This is an optimization exercise on Yosys and OpenROAD, whose aim is small area, a short achievable clock period and few clock cycles per item, not a production implementation.
Function was checked by simulation only, so behaviour that the tests miss may differ from the original.
Power and IR drop assume default switching activity.

Design mdu_alu, start of the top module:
module mdu_alu #(
    parameter int XLEN    = 32,
    parameter int SHAMT_W = $clog2(XLEN)
) (
    input  logic            clk,
    input  logic            rst,
    input  logic            in_valid,
    output logic            in_ready,
    input  logic [4:0]      in_op,
    input  logic [XLEN-1:0] in_a,
    input  logic [XLEN-1:0] in_b,
    input  logic            kill,
    output logic            out_valid,
    input  logic            out_ready,
    output logic [XLEN-1:0] out_result,
    output logic            out_illegal
);
    localparam logic [1:0] C_ALU = 2'd0;
    localparam logic [1:0] C_MUL = 2'd1;
    localparam logic [1:0] C_DIV = 2'd2;
    localparam logic [1:0] C_ILL = 2'd3;
    function automatic logic [5:0] len32(input logic [31:0] v);
        len32 = '0;
        for (int i = 0; i < 32; i++) if (v[i]) len32 = 6'(i + 1);
    endfunction
    function automatic logic lowones(input logic [31:0] v);
        lowones = 1'b1;
        for (int i = 0; i < 31; i++) if (v[i + 1] && !v[i]) lowones = 1'b0;
    endfunction
    function automatic logic [2:0] nchunk(input logic [32:0] v);
        if (&v[32:7] || ~|v[32:7])        nchunk = 3'd0;
        else if (&v[32:15] || ~|v[32:15]) nchunk = 3'd1;
        else if (&v[32:23] || ~|v[32:23]) nchunk = 3'd2;
        else if (&v[32:31] || ~|v[32:31]) nchunk = 3'd3;
  ...
Size in the first run: ~5,200 cells after synthesis, about 110 I/O pins, about 38,000 µm² of cells after synthesis.
clock: 11.0 ns
lec_check: 0
abc_area: 1
cap_margin: 20
core_margin: 2
core_utilization: 35
setup_slack_margin: 5
slew_margin: 20
standard.sh (not shown) runs the stock make flow with config.mk's settings and CLKGATE_MAP_FILE= SYNTH_SCRIPT=/design/flow/synth_recipe.tcl, a recipe that flattens the netlist after the stock synthesis.
==> flow/flow/run.sh <==
#!/bin/bash
set -euo pipefail
MARGIN=6.0
sed -e "s/SETUP_SLACK_MARGIN=[0-9.]*/SETUP_SLACK_MARGIN=$MARGIN/" \
    -e "s/\"\${@:-finish}\"/MATCH_CELL_FOOTPRINT=0 'BUFFER_PORTS_ARGS=-buffer_cell sky130_fd_sc_hd__buf_4' \"\${@:-finish}\"/" \
    standard.sh > standard_tuned.sh
grep -q "SETUP_SLACK_MARGIN=$MARGIN" standard_tuned.sh
grep -q "MATCH_CELL_FOOTPRINT=0" standard_tuned.sh
bash standard_tuned.sh finish > standard_tuned.log 2>&1
Testbench counts at the start, summed over its fixed seeds: cycles 29,752, items 16,000.
Then changed:
--- a/flow/flow/run.sh
+++ b/flow/flow/run.sh
@@ -2,3 +2,3 @@
 set -euo pipefail
-MARGIN=6.0
+MARGIN=6.1
 sed -e "s/SETUP_SLACK_MARGIN=[0-9.]*/SETUP_SLACK_MARGIN=$MARGIN/" \
CORE_UTILIZATION = 40   (was 35)
What happened:
- cell area shrinks by 0.64%
- cell count fell by 2.2%
- synthesized area stays the same


## north
mdu_alu again, from the RTL that the note above started with.
Settings: LEC_CHECK=0, CAP_MARGIN=20, CORE_MARGIN=2, CORE_UTILIZATION=40, SETUP_SLACK_MARGIN=5, SLEW_MARGIN=20; clock period 11.0 ns.
==> flow/flow/run.sh <==
#!/bin/bash
set -euo pipefail
MARGIN=6.0
sed -e "s/SETUP_SLACK_MARGIN=[0-9.]*/SETUP_SLACK_MARGIN=$MARGIN/" \
    -e "s/\"\${@:-finish}\"/MATCH_CELL_FOOTPRINT=0 'BUFFER_PORTS_ARGS=-buffer_cell sky130_fd_sc_hd__buf_4' \"\${@:-finish}\"/" \
    standard.sh > standard_tuned.sh
grep -q "SETUP_SLACK_MARGIN=$MARGIN" standard_tuned.sh
grep -q "MATCH_CELL_FOOTPRINT=0" standard_tuned.sh
bash standard_tuned.sh finish > standard_tuned.log 2>&1
north finished every stage and its layout cleared the timing, DRC and antenna checks.
Testbench counts of north, summed over its fixed seeds: cycles 29,752, items 16,000.
Setup changes, north to south
# north
export LEC_CHECK = 0
export CAP_MARGIN = 20
export CORE_MARGIN = 2
export CORE_UTILIZATION = 40
export SETUP_SLACK_MARGIN = 5
export SLEW_MARGIN = 20
create_clock -name core_clock -period 11.0 [get_ports {clk}]
# south
export LEC_CHECK = 0
export ABC_AREA = 1
export CAP_MARGIN = 20
export CORE_MARGIN = 2
export CORE_UTILIZATION = 50
export SETUP_SLACK_MARGIN = 5
export SLEW_MARGIN = 20
create_clock -name core_clock -period 11.0 [get_ports {clk}]
Notes after the runs:
- The number of top-level design ports of south and that of north are within noise of each other.
- Looking only at post-synthesis compound-gate area fraction, and setting everything else aside, the higher value of south and north goes to north.
- north → south: die area moved down; register-to-register slack moved down; count of different cell masters after synthesis moved down.
- Compared with north, south shows switching power total lower by 0.32%.
- Summary of the comparison: worst hold-check slack is lower in south, relative to north.
- Between north and south, the flow reports instance area at placement decreasing by a few percent.
- Total met3 wirelength after detailed routing: south vs north up about 40%
Setup changes, south to east
# south
export LEC_CHECK = 0
export ABC_AREA = 1
export CAP_MARGIN = 20
export CORE_MARGIN = 2
export CORE_UTILIZATION = 50
export SETUP_SLACK_MARGIN = 5
export SLEW_MARGIN = 20
create_clock -name core_clock -period 11.0 [get_ports {clk}]
# east
export LEC_CHECK = 0
export ABC_AREA = 1
export CAP_MARGIN = 20
export CORE_MARGIN = 2
export CORE_UTILIZATION = 40
export SETUP_SLACK_MARGIN = 5
export SLEW_MARGIN = 20
create_clock -name core_clock -period 11.0 [get_ports {clk}]
diff --git a/flow/flow/run.sh b/flow/flow/run.sh
--- a/flow/flow/run.sh
+++ b/flow/flow/run.sh
@@ -2,3 +2,3 @@
 set -euo pipefail
-MARGIN=6.0
+MARGIN=6.2
 sed -e "s/SETUP_SLACK_MARGIN=[0-9.]*/SETUP_SLACK_MARGIN=$MARGIN/" \
Notes after the runs:
Relative area change from synthesis to final layout sits higher in east than in south.
The clock transition at the registers of the reported paths was comparable across south and east.
In east, the total vias in the final route came out 261 below the value in south.
Compared east vs south, and register share of the cell area is down in east.
Diff south -> east: y dimension of the die up about 12%, die area saw an increase, final cell count +4.4%, clock power roughly the same.

-- separate check: timing with driven ports --
No port has a modelled driver above. Below, the same layouts with a new extraction and two added sets of constraints.
Step 1 (the two cells are an assumption about what drives the block):
set clk [get_ports {clk}]
set_driving_cell -lib_cell sky130_fd_sc_hd__clkbuf_16 $clk
set_driving_cell -lib_cell sky130_fd_sc_hd__buf_2 [delete_from_list [all_inputs] $clk]
Step 2 times the ports against the registers' clock, not the clock port: input delays grow and output delays shrink by t, the midpoint of the rising clock arrivals with the driver on.
Slacks: ideal / step 1 / step 2; pairs: ideal / step 1.
run | shift t [ns] | slack for setup (ns) | slew at the worst register clock pin (ns) | cell pins on the clock port's net
the first run of note 1 | 0.684 | 5.829 / 5.756 / 5.498 | 0.07 / 0.07 | 1
the second run of note 1 | 0.663 | 5.992 / 5.926 / 5.506 | 0.07 / 0.07 | 1
north | 0.652 | 5.953 / 5.883 / 5.368 | 0.06 / 0.06 | 1
south | 0.680 | 5.923 / 5.841 / 5.497 | 0.07 / 0.07 | 1
east | 0.669 | 5.915 / 5.857 / 5.618 | 0.07 / 0.07 | 1
After both steps every run listed still meets setup and hold. The setup slack of north, which loses most, moves by -0.070 ns with the drivers and by -0.585 ns with both steps.
